From an optimization exercise on the open Yosys and OpenROAD flow, aimed at small area, a short achievable clock period and few clock cycles; shortcuts taken in it are not production practice.
Function was checked by simulation only, so behaviour that the tests miss may differ from the original.
Power and IR drop assume default switching activity.

==> inputs of job 1317 <==
==> flow/design.v (excerpt) <==
module energy_vad_endpoint_detector_core (
  input  logic        clk,
  input  logic        rst,
  input  logic        s_tvalid,
  output logic        s_tready,
  input  logic [15:0] s_tdata,
  input  logic [1:0]  s_tuser,
  input  logic        s_tlast,
  output logic        m_tvalid,
  input  logic        m_tready,
  output logic [7:0]  m_tdata,
  input  logic        cfg_we,
  input  logic [2:0]  cfg_index,
  input  logic [30:0] cfg_wdata
);
clock: 10.0 ns
lec_check: 0
abc_area: 1
cap_margin: 20
core_margin: 2
core_utilization: 40
slew_margin: 20
standard.sh (not shown) runs the stock make flow with config.mk's settings and CLKGATE_MAP_FILE= SYNTH_SCRIPT=/design/flow/synth_recipe.tcl, a recipe that flattens the netlist after the stock synthesis.
==> flow/flow/run.sh <==
#!/bin/bash
# Layout flow: the standard ORFS flow, with the timing repair after
# clock-tree synthesis and global routing aiming for setup slack of
# REPAIR_MARGIN ns (the clock period and constraints are unchanged; only the
# repair target moves). Each step's full output is in orfs/logs/; make's own
# output goes to flow_make.log here.
set -euo pipefail
REPAIR_MARGIN=7.5
bash standard.sh SETUP_SLACK_MARGIN=$REPAIR_MARGIN finish > flow_make.log 2>&1
==> inputs of job 424, as changes to job 1317 <==
--- a/flow/design.v
+++ b/flow/design.v
@@ -605,70 +605,64 @@
       end else if (!count[12]) begin
         acc_e <= sum_e;
         count <= count + 13'd1;
       end
     end
   end
   logic        turn_open, heard, ended;
   logic [15:0] speech_time, quiet_time;
-  logic [15:0] time_base;
+  logic [15:0] time_base, time_other;
   logic [16:0] time_sum;
   logic [15:0] time_sat;
-  logic        ge_smin, ge_sil, ge_max_loud, ge_max_quiet;
+  logic        ge_smin, ge_sil, ge_thr, ge_max;
   logic        open_next, heard_next, ended_next;
   logic [15:0] speech_next, quiet_next;
   logic        endpoint, cause, forward;
   assign time_base  = level ? speech_time : quiet_time;
   assign time_sum   = 17'(time_base) + 17'(tick);
   assign time_sat   = time_sum[16] ? 16'hFFFF : time_sum[15:0];
-  evad_ge2 u_ge_smin (
-    .a (speech_time), .t (tick), .c (speech_min), .ge (ge_smin)
+  assign time_other = quiet_time & {16{!level}};
+  evad_ge u_ge_smin (
+    .a (speech_time), .b (16'd0), .t (tick), .c (speech_min), .ge (ge_smin)
   );
-  evad_ge2 u_ge_sil (
-    .a (quiet_time), .t (tick), .c (silence_end), .ge (ge_sil)
+  evad_ge u_ge_sil (
+    .a (quiet_time), .b (16'd0), .t (tick), .c (silence_end), .ge (ge_sil)
   );
-  evad_ge2 u_ge_max_loud (
-    .a (speech_time), .t (tick), .c (max_utter), .ge (ge_max_loud)
-  );
-  evad_ge3 u_ge_max_quiet (
-    .a (speech_time), .b (quiet_time), .t (tick), .c (max_utter), .ge (ge_max_quiet)
+  evad_ge u_ge_max (
+    .a (speech_time), .b (time_other), .t (tick), .c (max_utter), .ge (ge_max)
   );
+  assign ge_thr = level ? ge_smin : ge_sil;
   always_comb begin
     open_next   = turn_open;
     heard_next  = heard;
     ended_next  = ended;
     speech_next = speech_time;
     quiet_next  = quiet_time;
     endpoint    = 1'b0;
     cause       = 1'b0;
     forward     = 1'b0;
     case (op1)
       OP_SAMPLE: forward = turn_open;
       OP_TICK: begin
         if (turn_open && !ended) begin
           if (level) begin
             speech_next = time_sat;
             quiet_next  = '0;
-            if (ge_smin) heard_next = 1'b1;
-            if (ge_max_loud) begin
-              ended_next = 1'b1;
-              endpoint   = 1'b1;
-              cause      = 1'b1;
-            end
+            if (ge_thr) heard_next = 1'b1;
           end else begin
             quiet_next = time_sat;
-            if (heard && ge_sil) begin
-              ended_next = 1'b1;
-              endpoint   = 1'b1;
-            end else if (ge_max_quiet) begin
-              ended_next = 1'b1;
-              endpoint   = 1'b1;
-              cause      = 1'b1;
-            end
+          end
+          if (!level && heard && ge_thr) begin
+            ended_next = 1'b1;
+            endpoint   = 1'b1;
+          end else if (ge_max) begin
+            ended_next = 1'b1;
+            endpoint   = 1'b1;
+            cause      = 1'b1;
           end
         end
       end
       OP_OPEN: begin
         speech_next = '0;
         quiet_next  = '0;
         heard_next  = 1'b0;
         ended_next  = 1'b0;
@@ -676,23 +670,22 @@
       end
       default: open_next = 1'b0;
     endcase
   end
   always_ff @(posedge clk) begin
     if (rst) begin
       turn_open   <= 1'b0;
       heard       <= 1'b0;
+      ended       <= 1'b0;
+      speech_time <= '0;
+      quiet_time  <= '0;
     end else if (v1) begin
       turn_open   <= open_next;
       heard       <= heard_next;
-    end
-  end
-  always_ff @(posedge clk) begin
-    if (v1) begin
       ended       <= ended_next;
       speech_time <= speech_next;
       quiet_time  <= quiet_next;
     end
   end
   logic [5:0] res;
   logic [5:0] ring [0:2];
   logic [1:0] wr_ptr, rd_ptr;
@@ -722,34 +715,25 @@
       rd_ptr   <= '0;
     end else begin
       if (out_free) m_tvalid <= have;
       qc <= qc + 2'(v1) - 2'(load);
       if (v1)   wr_ptr <= (wr_ptr == 2'd2) ? 2'd0 : wr_ptr + 2'd1;
       if (load) rd_ptr <= (rd_ptr == 2'd2) ? 2'd0 : rd_ptr + 2'd1;
     end
   end
-  logic [2:0] inflight_inc, inflight_dec;
-  logic       credit_ok, hold_off;
-  assign inflight_inc  = inflight + 3'd1;
-  assign inflight_dec  = inflight - 3'd1;
-  assign inflight_next = (accept && !take) ? inflight_inc :
-                         (take && !accept) ? inflight_dec : inflight;
-  assign credit_ok = (inflight <= 3'd2)
-                  || ((inflight == 3'd3) && (!accept || take))
-                  || ((inflight == 3'd4) && take);
-  assign hold_off  = pass_a || pass_b || (tail && dirty)
-                  || (wr_lms && (tail || (count != '0)));
+  assign inflight_next = inflight + 3'(accept) - 3'(take);
   always_ff @(posedge clk) begin
     if (rst) begin
       inflight <= '0;
       s_tready <= 1'b0;
     end else begin
       inflight <= inflight_next;
-      s_tready <= credit_ok && !hold_off;
+      s_tready <= (inflight_next <= 3'd3) && !corr_start && !pass_a && !pass_b
+                  && !(tail && (dirty || wr_lms));
     end
   end
 endmodule
 module evad_add #(
   parameter int W = 44
 ) (
   input  logic [W-1:0] a,
   input  logic [W-1:0] b,
@@ -769,85 +753,39 @@
       end else begin : g_pass
         assign gp[l+1][i] = gp[l][i];
         assign pp[l+1][i] = pp[l][i];
       end
     end
   end
   assign s = (a ^ b) ^ {gp[LV][W-2:0], 1'b0};
 endmodule
-module evad_carry #(
-  parameter int W = 18
-) (
-  input  logic [W-1:0] a,
-  input  logic [W-1:0] b,
-  output logic         co
-);
-  logic [31:0] gl [0:5];
-  logic [31:0] pl [0:5];
-  assign gl[0] = 32'(a & b);
-  assign pl[0] = 32'(a | b);
-  for (genvar l = 0; l < 5; l++) begin : g_level
-    localparam int N = (W + (1 << l) - 1) >> l;    
-    for (genvar j = 0; j < 16; j++) begin : g_node
-      if (2 * j + 1 < N) begin : g_comb
-        assign gl[l+1][j] = gl[l][2*j+1] | (pl[l][2*j+1] & gl[l][2*j]);
-        assign pl[l+1][j] = pl[l][2*j+1] & pl[l][2*j];
-      end else if (2 * j < N) begin : g_pass
-        assign gl[l+1][j] = gl[l][2*j];
-        assign pl[l+1][j] = pl[l][2*j];
-      end else begin : g_none
-        assign gl[l+1][j] = 1'b0;
-        assign pl[l+1][j] = 1'b0;
-      end
-    end
-    assign gl[l+1][31:16] = '0;
-    assign pl[l+1][31:16] = '0;
-  end
-  assign co = gl[5][0];
-endmodule
-module evad_ge2 (
-  input  logic [15:0] a,
-  input  logic [9:0]  t,
-  input  logic [15:0] c,
-  output logic        ge
-);
-  logic [16:0] x, nc, s, k;
-  logic        co;
-  assign x  = {1'b0, a};
-  assign nc = ~{1'b0, c};
-  assign s  = x ^ nc ^ 17'(t);
-  assign k  = (x & nc) | (x & 17'(t)) | (nc & 17'(t));
-  evad_carry #(
-    .W (17)
-  ) u_carry (
-    .a  (s),
-    .b  ({k[15:0], 1'b1}),
-    .co (co)
-  );
-  assign ge = co | k[16];
-endmodule
-module evad_ge3 (
+module evad_ge (
   input  logic [15:0] a,
   input  logic [15:0] b,
   input  logic [9:0]  t,
   input  logic [15:0] c,
   output logic        ge
 );
-  logic [17:0] x, y, nc, s1, k1, k1s, s2, k2;
-  logic        co;
-  assign x   = {2'b00, a};
-  assign y   = {2'b00, b};
-  assign nc  = ~{2'b00, c};
-  assign s1  = x ^ y ^ 18'(t);
-  assign k1  = (x & y) | (x & 18'(t)) | (y & 18'(t));
-  assign k1s = {k1[16:0], 1'b0};
-  assign s2  = s1 ^ k1s ^ nc;
-  assign k2  = (s1 & k1s) | (s1 & nc) | (k1s & nc);
-  evad_carry #(
-    .W (18)
-  ) u_carry (
-    .a  (s2),
-    .b  ({k2[16:0], 1'b1}),
-    .co (co)
-  );
-  assign ge = co | k2[17];
+  logic [17:0] s1, k1, nc, s2, k2;
+  logic [17:0] gp [0:5];
+  logic [17:0] pp [0:5];
+  assign nc = ~{2'b00, c};
+  assign s1 = 18'(a) ^ 18'(b) ^ 18'(t);
+  assign k1 = (18'(a) & 18'(b)) | (18'(a) & 18'(t)) | (18'(b) & 18'(t));
+  assign s2 = s1 ^ {k1[16:0], 1'b0} ^ nc;
+  assign k2 = (s1 & {k1[16:0], 1'b0}) | (s1 & nc) | ({k1[16:0], 1'b0} & nc);
+  assign gp[0] = s2 & {k2[16:0], 1'b1};
+  assign pp[0] = s2 ^ {k2[16:0], 1'b1};
+  for (genvar l = 0; l < 5; l++) begin : g_level
+    for (genvar i = 0; i < 18; i++) begin : g_bit
+      if (((i >> l) & 1) == 1) begin : g_comb
+        localparam int J = ((i >> l) << l) - 1;
+        assign gp[l+1][i] = gp[l][i] | (pp[l][i] & gp[l][J]);
+        assign pp[l+1][i] = pp[l][i] & pp[l][J];
+      end else begin : g_pass
+        assign gp[l+1][i] = gp[l][i];
+        assign pp[l+1][i] = pp[l][i];
+      end
+    end
+  end
+  assign ge = gp[5][17] | k2[17];
 endmodule
==> flow/flow/run.sh (replaced) <==
#!/bin/bash
# Layout flow: the standard ORFS flow, with the timing repair after
# clock-tree synthesis and global routing aiming for setup slack of
# REPAIR_MARGIN ns (the clock period and constraints are unchanged; only the
# repair target moves). Each step's full output is in orfs/logs/; make's own
# output goes to flow_make.log here.
set -euo pipefail
REPAIR_MARGIN=6.5
bash standard.sh SETUP_SLACK_MARGIN=$REPAIR_MARGIN finish > flow_make.log 2>&1
ABC_AREA = not set   (was 1)
==> inputs of job 5522, as changes to job 1317 <==
--- a/flow/design.v
+++ b/flow/design.v
@@ -605,37 +605,33 @@
       end else if (!count[12]) begin
         acc_e <= sum_e;
         count <= count + 13'd1;
       end
     end
   end
   logic        turn_open, heard, ended;
   logic [15:0] speech_time, quiet_time;
-  logic [15:0] time_base;
+  logic [15:0] time_base, time_thr, time_other;
   logic [16:0] time_sum;
   logic [15:0] time_sat;
-  logic        ge_smin, ge_sil, ge_max_loud, ge_max_quiet;
+  logic        ge_thr, ge_max;
   logic        open_next, heard_next, ended_next;
   logic [15:0] speech_next, quiet_next;
   logic        endpoint, cause, forward;
   assign time_base  = level ? speech_time : quiet_time;
+  assign time_thr   = level ? speech_min : silence_end;
+  assign time_other = level ? 16'd0 : quiet_time;
   assign time_sum   = 17'(time_base) + 17'(tick);
   assign time_sat   = time_sum[16] ? 16'hFFFF : time_sum[15:0];
-  evad_ge2 u_ge_smin (
-    .a (speech_time), .t (tick), .c (speech_min), .ge (ge_smin)
+  evad_ge2 u_ge_thr (
+    .a (time_base), .t (tick), .c (time_thr), .ge (ge_thr)
   );
-  evad_ge2 u_ge_sil (
-    .a (quiet_time), .t (tick), .c (silence_end), .ge (ge_sil)
-  );
-  evad_ge2 u_ge_max_loud (
-    .a (speech_time), .t (tick), .c (max_utter), .ge (ge_max_loud)
-  );
-  evad_ge3 u_ge_max_quiet (
-    .a (speech_time), .b (quiet_time), .t (tick), .c (max_utter), .ge (ge_max_quiet)
+  evad_ge3 u_ge_max (
+    .a (speech_time), .b (time_other), .t (tick), .c (max_utter), .ge (ge_max)
   );
   always_comb begin
     open_next   = turn_open;
     heard_next  = heard;
     ended_next  = ended;
     speech_next = speech_time;
     quiet_next  = quiet_time;
     endpoint    = 1'b0;
@@ -643,32 +639,27 @@
     forward     = 1'b0;
     case (op1)
       OP_SAMPLE: forward = turn_open;
       OP_TICK: begin
         if (turn_open && !ended) begin
           if (level) begin
             speech_next = time_sat;
             quiet_next  = '0;
-            if (ge_smin) heard_next = 1'b1;
-            if (ge_max_loud) begin
-              ended_next = 1'b1;
-              endpoint   = 1'b1;
-              cause      = 1'b1;
-            end
+            if (ge_thr) heard_next = 1'b1;
           end else begin
             quiet_next = time_sat;
-            if (heard && ge_sil) begin
-              ended_next = 1'b1;
-              endpoint   = 1'b1;
-            end else if (ge_max_quiet) begin
-              ended_next = 1'b1;
-              endpoint   = 1'b1;
-              cause      = 1'b1;
-            end
+          end
+          if (!level && heard && ge_thr) begin
+            ended_next = 1'b1;
+            endpoint   = 1'b1;
+          end else if (ge_max) begin
+            ended_next = 1'b1;
+            endpoint   = 1'b1;
+            cause      = 1'b1;
           end
         end
       end
       OP_OPEN: begin
         speech_next = '0;
         quiet_next  = '0;
         heard_next  = 1'b0;
         ended_next  = 1'b0;
@@ -832,21 +823,21 @@
   input  logic [15:0] c,
   output logic        ge
 );
   logic [17:0] x, y, nc, s1, k1, k1s, s2, k2;
   logic        co;
   assign x   = {2'b00, a};
   assign y   = {2'b00, b};
   assign nc  = ~{2'b00, c};
-  assign s1  = x ^ y ^ 18'(t);
-  assign k1  = (x & y) | (x & 18'(t)) | (y & 18'(t));
+  assign s1  = x ^ nc ^ 18'(t);
+  assign k1  = (x & nc) | (x & 18'(t)) | (nc & 18'(t));
   assign k1s = {k1[16:0], 1'b0};
-  assign s2  = s1 ^ k1s ^ nc;
-  assign k2  = (s1 & k1s) | (s1 & nc) | (k1s & nc);
+  assign s2  = s1 ^ k1s ^ y;
+  assign k2  = (s1 & k1s) | (s1 & y) | (k1s & y);
   evad_carry #(
     .W (18)
   ) u_carry (
     .a  (s2),
     .b  ({k2[16:0], 1'b1}),
     .co (co)
   );
   assign ge = co | k2[17];
==> flow/flow/run.sh (replaced) <==
#!/bin/bash
# Layout flow: the standard ORFS flow, with two changes to how the layout
# is made (the clock period and constraints are unchanged):
#  - the timing repair after floorplan, clock-tree synthesis and global
#    routing aims for setup slack of REPAIR_MARGIN ns;
#  - every input and output port still gets its own buffer, but a plain
#    buf_1 (the repair resizes it where timing needs) instead of a delay cell.
# Each step's full output is in orfs/logs/; make's own output goes to
# flow_make.log here.
set -euo pipefail
REPAIR_MARGIN=7.0
bash standard.sh SETUP_SLACK_MARGIN=$REPAIR_MARGIN \
  "BUFFER_PORTS_ARGS=-buffer_cell sky130_fd_sc_hd__buf_1" finish > flow_make.log 2>&1
CORE_UTILIZATION = 75   (was 40)
PLACE_DENSITY = 0.85   (was not set)
==> qor summary <==
Fraction of synthesized area in multiplexers: job 5522 0.600%; job 424 2.38%; job 1317 0.0889%
Arr. time, crit path: job 5522 3.49 ns; job 424 3.99 ns; job 1317 1.06 ns
Total routed wirelength: job 5522 61,700 um; job 424 54,900 um; job 1317 68,100 um
FF-to-FF End: job 5522 b1[18]; job 424 acc_e[30]; job 1317 m_flags[0]
Internal power of the cells: job 5522 3.01 mW; job 424 3.15 mW; job 1317 3.34 mW
Number of buffers added by the clock tree synthesis step: job 5522 37; job 424 40; job 1317 39
Clock latency (worst-skew pair): job 5522 0.53 ns; job 424 0.57 ns; job 1317 0.57 ns
Seq. pwr: job 5522 1.54 mW; job 424 1.53 mW; job 1317 1.54 mW
Final Total Pwr: job 5522 4.80 mW; job 424 4.81 mW; job 1317 5.36 mW
GRT met2 Usage: job 5522 60.4%; job 424 33.6%; job 1317 38.2%
Post-synth design cell area: job 5522 0.0217 mm^2; job 424 0.0218 mm^2; job 1317 0.0225 mm^2
Required time at the worst-slack endpoint: job 5522 10.42 ns; job 424 10.46 ns; job 1317 8.00 ns
Largest stage delay on the critical path: job 5522 0.55 ns; job 424 0.47 ns; job 1317 0.36 ns
Die Ht: job 5522 174 um; job 424 238 um; job 1317 241 um
Top routing layer in use: job 5522 met5; job 424 met4; job 1317 met4
Initial Utilization: job 5522 75.9%; job 424 40.5%; job 1317 40.6%
Full die area: job 5522 0.0303 mm^2; job 424 0.0564 mm^2; job 1317 0.0582 mm^2
Post-route clock skew: job 5522 0.0142 ns; job 424 0.0267 ns; job 1317 0.0192 ns
Half-perimeter wire length after detailed placement: job 5522 38,600 um; job 424 40,700 um; job 1317 44,200 um
Buf/Inv on CP: job 5522 6; job 424 0; job 1317 1
Outcome: job 5522 timing/DRC/antenna clean; job 424 timing/DRC/antenna clean; job 1317 timing/DRC/antenna clean
Nets: job 5522 3,146; job 424 2,844; job 1317 3,409
Net Sw Frac: job 5522 37.4%; job 424 34.6%; job 1317 37.7%
Met2 routed wirelength: job 5522 28,300 um; job 424 25,900 um; job 1317 31,900 um
Cells on worst reg2reg path: job 5522 13; job 424 12; job 1317 12
Testbench counts of job 1317, summed over its fixed seeds: cycles 160,139.
Testbench counts of job 424, summed over its fixed seeds: cycles 160,139.
Testbench counts of job 5522, summed over its fixed seeds: cycles 160,139.

==> what the ideal ports hide <==
Ports are ideal in the flow. The routed layouts listed here were re-timed in OpenROAD. Step 1: set_driving_cell puts a clkbuf_16 on clk and a buf_2 on each other input, an assumption about the parent block. Step 2, shift: input delay + t, output delay - t, t = (earliest + latest rising clock arrival at the registers) / 2. This alone moves slack from input paths to output paths. a / b / c = ideal ports / drivers / drivers and shift; a / b = the first two.
run	shift t [ns]	setup slack, ns	hold slack, ns	cell pins on the clock port's net
job 1317	0.617	6.938 / 6.877 / 6.737	0.330 / 0.330 / 0.330	1
job 424	0.617	6.466 / 6.466 / 5.991	0.328 / 0.328 / 0.328	1
job 5522	0.579	6.927 / 6.924 / 6.483	0.328 / 0.328 / 0.328	1
After both steps setup and hold are still met in every run listed. For job 424, which loses most, drivers alone change the setup slack by 0.000 ns; drivers and shift together by -0.475 ns.
